Context: an optimization exercise on an open-source flow, tuned for small area, a short achievable clock period and few clock cycles. The choices shown serve that exercise and are no tape-out recipe. Only simulation tests tie the RTL to the original design; equivalence was not proved. Power and IR drop assume default switching activity.

==> lagoon: inputs <==
==> flow/design.v <==
package mem_subsys_pkg;
  localparam int ADDR_W = 32;
  localparam int DATA_W = 32;
  localparam int BYTE_W = 8;
  typedef enum logic [1:0] {
    LEN_BYTE = 2'd0,
    LEN_HALF = 2'd1,
    LEN_WORD = 2'd2
  } mem_len_t;
  localparam logic [1:0] IO_SEL = 2'b11;
  localparam int unsigned MEM_BYTES = 131072;
endpackage
`timescale 1ns/100ps
module mem_subsys #(
  parameter int ICACHE_INDEX_BITS = 6
) (
  input  logic                                clk_in,
  input  logic                                reset,
  input  logic                                rdy_in,
  input  logic                                flush,
  input  logic                                fetch,
  input  logic [mem_subsys_pkg::ADDR_W-1:0]   fetch_pc,
  output logic                                instr_valid,
  output logic [mem_subsys_pkg::DATA_W-1:0]   instr,
  input  logic                                ls_read,
  input  logic                                ls_write,
  input  logic [mem_subsys_pkg::ADDR_W-1:0]   ls_addr,
  input  logic [1:0]                          ls_len,
  input  logic [mem_subsys_pkg::DATA_W-1:0]   ls_wdata,
  output logic                                ls_done,
  output logic [mem_subsys_pkg::DATA_W-1:0]   ls_rdata,
  input  logic [mem_subsys_pkg::BYTE_W-1:0]   mem_din,
  output logic [mem_subsys_pkg::BYTE_W-1:0]   mem_dout,
  output logic [mem_subsys_pkg::ADDR_W-1:0]   mem_a,
  output logic                                mem_wr,
  input  logic                                io_buffer_full
);
  logic [17:2]  a_q;
  logic [1:0]   lo_q;
  logic         wr_q;
  logic [16:2]  pc_q;
  logic [7:0]   b0_q;
  logic [31:0]  sh_q;
  logic         f_pend_q;
  logic         f0d_q;
  logic         op_f_q;
  logic         l_pend_q;
  logic         l_wr_q;
  logic [1:0]   l_len_q;
  logic         op_l_q;
  logic         spec_q;
  logic         c0_q;
  logic         ldf_q;
  logic         iv_q;
  logic         ld_q;
  logic         hit;
  logic         f3;
  logic         f_job;
  logic [1:0]   f_k;
  logic [1:0]   l_mask;
  logic         l_last;
  logic         l_bus;
  logic [17:2]  a_d;
  logic [1:0]   lo_d;
  logic         wr_d;
  logic         op_f_d;
  logic         op_l_d;
  logic         spec_d;
  logic         f0d_d;
  logic         ld_d;
  logic [1:0]   n_mask;
  logic         n_wr;
  logic         go;
  logic         shift_en;
  assign hit = spec_q && (fetch_pc[16:2] == a_q[16:2]);
  assign f3  = op_f_q && (lo_q == 2'd3);
  always_comb begin
    if (fetch) begin
      f_job = 1'b1;
      f_k   = {1'b0, hit};
    end else if (flush) begin
      f_job = 1'b0;
      f_k   = {1'b0, f0d_q};
    end else if (op_f_q) begin
      f_job = (lo_q != 2'd3);
      f_k   = lo_q + 2'd1;
    end else begin
      f_job = f_pend_q;
      f_k   = {1'b0, f0d_q};
    end
  end
  assign l_mask = {l_len_q[1], l_len_q[1] | l_len_q[0]};
  assign l_last = l_wr_q ? ((lo_q & l_mask) == l_mask) : ((lo_q & l_mask) == 2'd0);
  assign l_bus  = ls_read || ls_write || (l_pend_q && !(op_l_q && l_last));
  assign n_mask = {ls_len[1], ls_len[1] | ls_len[0]};
  always_comb begin
    a_d    = a_q;
    lo_d   = lo_q;
    wr_d   = 1'b0;
    op_f_d = 1'b0;
    op_l_d = 1'b0;
    spec_d = 1'b0;
    f0d_d  = f_k != 2'd0;
    ld_d   = op_l_q && !l_wr_q && l_last;
    n_wr   = l_wr_q;
    go     = 1'b1;
    if (l_bus) begin
      if (ls_read || ls_write) begin
        a_d  = ls_addr[17:2];
        lo_d = ls_write ? ls_addr[1:0] : (ls_addr[1:0] | n_mask);
        n_wr = ls_write;
      end else if (op_l_q) begin
        lo_d = l_wr_q ? lo_q + 2'd1 : lo_q - 2'd1;
      end
      go     = !(n_wr && a_d[17] && io_buffer_full);
      op_l_d = go;
      wr_d   = n_wr && go;
      if (ls_read || ls_write)
        ld_d = ls_write && go && ((ls_addr[1:0] & n_mask) == n_mask);
      else
        ld_d = ld_d || (l_wr_q && go && ((lo_d & l_mask) == l_mask));
    end else if (f_job && (!fetch || hit)) begin
      a_d    = fetch ? a_q : {1'b0, pc_q};
      lo_d   = f_k;
      op_f_d = 1'b1;
    end else if (f3) begin
      a_d    = {1'b0, pc_q + 15'd1};
      lo_d   = 2'd0;
      spec_d = 1'b1;
    end else begin
      spec_d = spec_q;
    end
  end
  assign shift_en = (!(l_pend_q && l_wr_q) || wr_q) && !ldf_q;
  always_ff @(posedge clk_in) begin
    if (reset) begin
      wr_q     <= 1'b0;
      f_pend_q <= 1'b0;
      op_f_q   <= 1'b0;
      l_pend_q <= 1'b0;
      op_l_q   <= 1'b0;
      spec_q   <= 1'b0;
      iv_q     <= 1'b0;
      ld_q     <= 1'b0;
    end else if (rdy_in) begin
      wr_q     <= wr_d;
      f_pend_q <= f_job;
      op_f_q   <= op_f_d;
      l_pend_q <= l_bus;
      op_l_q   <= op_l_d;
      spec_q   <= spec_d;
      iv_q     <= f3 && !flush;
      ld_q     <= ld_d;
    end
  end
  always_ff @(posedge clk_in) begin
    if (rdy_in) begin
      a_q   <= a_d;
      lo_q  <= lo_d;
      f0d_q <= f0d_d;
      ldf_q <= ls_read;
      c0_q  <= spec_q || (op_f_q && lo_q == 2'd0);
      if (fetch) pc_q <= fetch_pc[16:2];
      if (c0_q) b0_q <= mem_din;
      if (ls_read || ls_write) begin
        l_wr_q  <= ls_write;
        l_len_q <= ls_len;
      end
      if (ls_read || ls_write) sh_q <= ls_write ? ls_wdata : 32'd0;
      else if (shift_en) sh_q <= {mem_din, sh_q[31:8]};
    end
  end
  assign mem_a    = {14'd0, a_q, lo_q};
  assign mem_wr   = wr_q;
  assign mem_dout = sh_q[7:0];
  assign instr_valid = iv_q && rdy_in;
  assign instr       = {mem_din, sh_q[31:16], b0_q};
  assign ls_done  = ld_q && rdy_in;
  assign ls_rdata = {sh_q[15:8], sh_q[23:16], sh_q[31:24], mem_din};
endmodule
==> flow/flow/run.sh <==
#!/bin/bash
# Standard ORFS layout with: plain buf_1 cells as the port buffers,
# resizing free to change cell footprints, a clock tree of clkbuf_8 without
# dummy loads, and after placement the rdy_in input buffer split so that
# the gates of instr_valid and ls_done have it to themselves (fix_rdy.tcl).
# Each tool's output goes to a log of its own here; ORFS keeps each step's
# log under orfs/logs/.
set -euo pipefail
ARGS=('BUFFER_PORTS_ARGS=-buffer_cell sky130_fd_sc_hd__buf_1' MATCH_CELL_FOOTPRINT=0
      'CTS_ARGS=-sink_clustering_enable -repair_clock_nets -dont_use_dummy_load -buf_list sky130_fd_sc_hd__clkbuf_8')
bash standard.sh "${ARGS[@]}" place > standard_place.log 2>&1
RES=$PWD/orfs/results/$FLOW_PLATFORM/mem_subsys/base openroad -no_init -exit flow/fix_rdy.tcl > fix_rdy.log 2>&1
bash standard.sh "${ARGS[@]}" finish > standard.log 2>&1
==> flow/flow/fix_rdy.tcl <==
# Post-placement touch-up of the rdy_in input: rdy_in gates instr_valid and
# ls_done directly (input to output), and also fans out to every register's
# enable. Give the AND gates of those two outputs the port's input buffer to
# themselves, sized up, and put every other load behind one more buffer.
set res $::env(RES)
read_liberty $::env(FLOW_HOME)/platforms/sky130hd/lib/sky130_fd_sc_hd__tt_025C_1v80.lib
read_db $res/3_place.odb
read_sdc $res/3_place.sdc
source $::env(FLOW_HOME)/platforms/sky130hd/setRC.tcl
set block [ord::get_db_block]

proc driver_of {net} {
  foreach it [$net getITerms] { if {[$it isOutputSignal]} { return $it } }
  return ""
}
proc is_buf {inst} { return [string match "sky130_fd_sc_hd__*buf_*" [[$inst getMaster] getName]] }

# the port's input buffer
set ibuf ""
foreach it [[$block findNet rdy_in] getITerms] { set ibuf [$it getInst] }
if {$ibuf eq "" || ![is_buf $ibuf]} { puts "fix_rdy: no input buffer on rdy_in"; exit 0 }
set root [[$ibuf findITerm X] getNet]

# nets of the buffer tree below the input buffer, and the buffers in it
set tree [list $root]
set bufs {}
set i 0
while {$i < [llength $tree]} {
  set n [lindex $tree $i]
  incr i
  foreach it [$n getITerms] {
    if {[$it isInputSignal] && [is_buf [$it getInst]]} {
      lappend bufs [$it getInst]
      lappend tree [[[$it getInst] findITerm X] getNet]
    }
  }
}
puts "fix_rdy: [llength $bufs] buffers below [$ibuf getName]"

# the gates that drive the output buffers of instr_valid and ls_done
set crit {}
foreach port {instr_valid ls_done} {
  set obuf [[driver_of [$block findNet $port]] getInst]
  set g [[driver_of [[$obuf findITerm A] getNet]] getInst]
  foreach it [$g getITerms] {
    if {[$it isInputSignal] && [lsearch -exact $tree [$it getNet]] >= 0} { lappend crit $it }
  }
}
if {[llength $crit] != 2} { puts "fix_rdy: found [llength $crit] gate pins, leaving it"; exit 0 }

# flatten the tree onto the input buffer, then split the non-critical loads off
if {[llength $bufs]} { remove_buffers [lmap b $bufs {$b getName}] }
set root [[$ibuf findITerm X] getNet]
replace_cell [$ibuf getName] sky130_fd_sc_hd__buf_4
set others {}
foreach it [$root getITerms] {
  if {[$it isInputSignal] && [lsearch -exact $crit $it] < 0} {
    lappend others "[[$it getInst] getName]/[[$it getMTerm] getName]"
  }
}
puts "fix_rdy: [llength $crit] critical loads, [llength $others] others"
set loc [[$ibuf getBBox] xMin]
insert_buffer -buffer_cell sky130_fd_sc_hd__buf_4 -net [$root getName] -load_pins [get_pins $others] -buffer_name rdy_tree
detailed_placement
check_placement
write_db $res/3_place.odb
==> flow/standard.sh <==
#!/bin/bash
# synth_recipe.tcl (not shown) runs the flow's synth.tcl, then flattens the netlist and writes it again
# the make line also repeats each setting of config.mk as NAME=value (left out here)
make -C /OpenROAD-flow-scripts/flow DESIGN_CONFIG=/design/flow/config.mk WORK_HOME=/design/flow/orfs CLKGATE_MAP_FILE= SYNTH_SCRIPT=/design/flow/synth_recipe.tcl "${@:-finish}"
==> flow/config.mk <==
export PLATFORM = sky130hd
export DESIGN_NAME = mem_subsys
export DESIGN_NICKNAME = mem_subsys
export VERILOG_FILES = /design/flow/design.v
export SDC_FILE = /design/flow/constraint.sdc
export NUM_CORES = 4
export LEC_CHECK = 0
export CAP_MARGIN = 20
export CORE_MARGIN = 2
export CORE_UTILIZATION = 40
export PLACE_DENSITY = 0.42
export SETUP_SLACK_MARGIN = 3.9
export SLEW_MARGIN = 20
==> flow/constraint.sdc <==
create_clock -name core_clock -period 7.0 [get_ports {clk_in}]
set_input_delay 1.4000 -clock core_clock [delete_from_list [all_inputs] [get_ports {clk_in}]]
set_output_delay 1.4000 -clock core_clock [all_outputs]
set_load 0.01 [all_outputs]
==> inputs of raven, as changes to lagoon <==
--- a/flow/design.v
+++ b/flow/design.v
@@ -41,3 +41,2 @@
   logic [16:2]  pc_q;
-  logic [7:0]   b0_q;
   logic [31:0]  sh_q;
@@ -70,2 +69,3 @@
   logic         ld_d;
+  assign ld_d = op_l_q && l_last;
   logic [1:0]   n_mask;
@@ -74,2 +74,3 @@
   logic         shift_en;
+  logic         lose_b0;
   assign hit = spec_q && (fetch_pc[16:2] == a_q[16:2]);
@@ -102,4 +103,3 @@
     spec_d = 1'b0;
-    f0d_d  = f_k != 2'd0;
-    ld_d   = op_l_q && !l_wr_q && l_last;
+    f0d_d  = (f_k != 2'd0) && !lose_b0;
     n_wr   = l_wr_q;
@@ -117,6 +117,2 @@
       wr_d   = n_wr && go;
-      if (ls_read || ls_write)
-        ld_d = ls_write && go && ((ls_addr[1:0] & n_mask) == n_mask);
-      else
-        ld_d = ld_d || (l_wr_q && go && ((lo_d & l_mask) == l_mask));
     end else if (f_job && (!fetch || hit)) begin
@@ -133,2 +129,3 @@
   end
+  assign lose_b0 = ls_write && (c0_q || (ls_addr[17] && io_buffer_full));
   assign shift_en = (!(l_pend_q && l_wr_q) || wr_q) && !ldf_q;
@@ -163,3 +160,2 @@
       if (fetch) pc_q <= fetch_pc[16:2];
-      if (c0_q) b0_q <= mem_din;
       if (ls_read || ls_write) begin
@@ -168,4 +164,8 @@
       end
-      if (ls_read || ls_write) sh_q <= ls_write ? ls_wdata : 32'd0;
-      else if (shift_en) sh_q <= {mem_din, sh_q[31:8]};
+      if (ls_write) sh_q[7:0] <= ls_wdata[31:24];
+      else if (c0_q && !(l_pend_q && l_wr_q && !wr_q)) sh_q[7:0] <= mem_din;
+      if (ls_read || ls_write)
+        sh_q[31:8] <= ls_write ? {ls_wdata[23:16], ls_wdata[15:8], ls_wdata[7:0]} : 24'd0;
+      else if (shift_en)
+        sh_q[31:8] <= {(l_pend_q && l_wr_q) ? sh_q[7:0] : mem_din, sh_q[31:16]};
     end
@@ -174,5 +174,5 @@
   assign mem_wr   = wr_q;
-  assign mem_dout = sh_q[7:0];
+  assign mem_dout = sh_q[15:8];
   assign instr_valid = iv_q && rdy_in;
-  assign instr       = {mem_din, sh_q[31:16], b0_q};
+  assign instr       = {mem_din, sh_q[31:16], sh_q[7:0]};
   assign ls_done  = ld_q && rdy_in;
SETUP_SLACK_MARGIN = 3.85   (was 3.9)
==> summary.txt <==
Outcome
  – Status: complete, no violations

Synthesis
  – Post-synthesis cell count: 442
  – Synth top cells by count: edfxtp_1, nand2_1, o21ai_0, buf_4, nand2b_1
  – Post-synthesis mux area share: 0.653%

STA
  – Slew HR: 49.6%

Finish
  – # nets final: 706
  – NonClk Buf Share: 14.8%
  – Fillers: 1143

Power and ir drop
  – Sequential logic power: 0.000635 W

Clock tree
  – Reg clk slew, reported paths: 0.07 ns

Die
  – N_taps: 143
The numbers above come from lagoon.

==> summary.txt <==
Synthesis
  – Post-synthesis mux area share: about 4.4%
  – Post-synthesis cell count: 418
  – Synth top cells by count: nand2_1, edfxtp_1, buf_4, o21ai_0, xor2_1

Power and ir drop
  – Pwr dens: 201 nW/µm²

STA
  – Slew HR: between 20 and 30%

Finish
  – Commonest non-fill, non-tap cells in the layout: buf_1, nand2_1, edfxtp_1, xor2_1, o21ai_0
  – # nets final: 669
  – Sequential cell area: 2290 µm²
  – Fillers: 1092
  – NonClk Buf Share: between 15 and 20%

Outcome
  – Status: complete, no violations

Clock tree
  – Reg clk slew, reported paths: 0.08 ns

Global route
  – First-pass GRT wire length: about 16000 µm
The numbers above come from raven.

Testbench counts of lagoon, summed over its fixed seeds: cycles 127,405.
Testbench counts of raven, summed over its fixed seeds: cycles 127,406.

-- port drivers added, routing unchanged --
How much do the figures lean on ideal ports? The routed layouts below were timed once more, with nothing changed but the port constraints.
Step 1 sets driving cells, clkbuf_16 on the clock port and buf_2 on the other inputs (assumed; they add their load-dependent delay and slew).
Step 2 moves the port delays by t, midway between the first and last clock arrival at a register: inputs arrive t later, outputs are due t later. That takes back most of the time a late clock gives input paths.
a / b / c = ideal / step 1 / step 2; a / b = the first two.
run | t, ns | setup WS [ns] | hold slack, ns
lagoon | 0.379 | 3.863 / 3.820 / 3.664 | 0.483 / 0.483 / 0.483
raven | 0.371 | 3.866 / 3.826 / 3.673 | 0.457 / 0.457 / 0.457
After both steps setup and hold are still met in every run listed. The setup slack of lagoon, which loses most, moves by -0.043 ns with the drivers and by -0.199 ns with both steps.
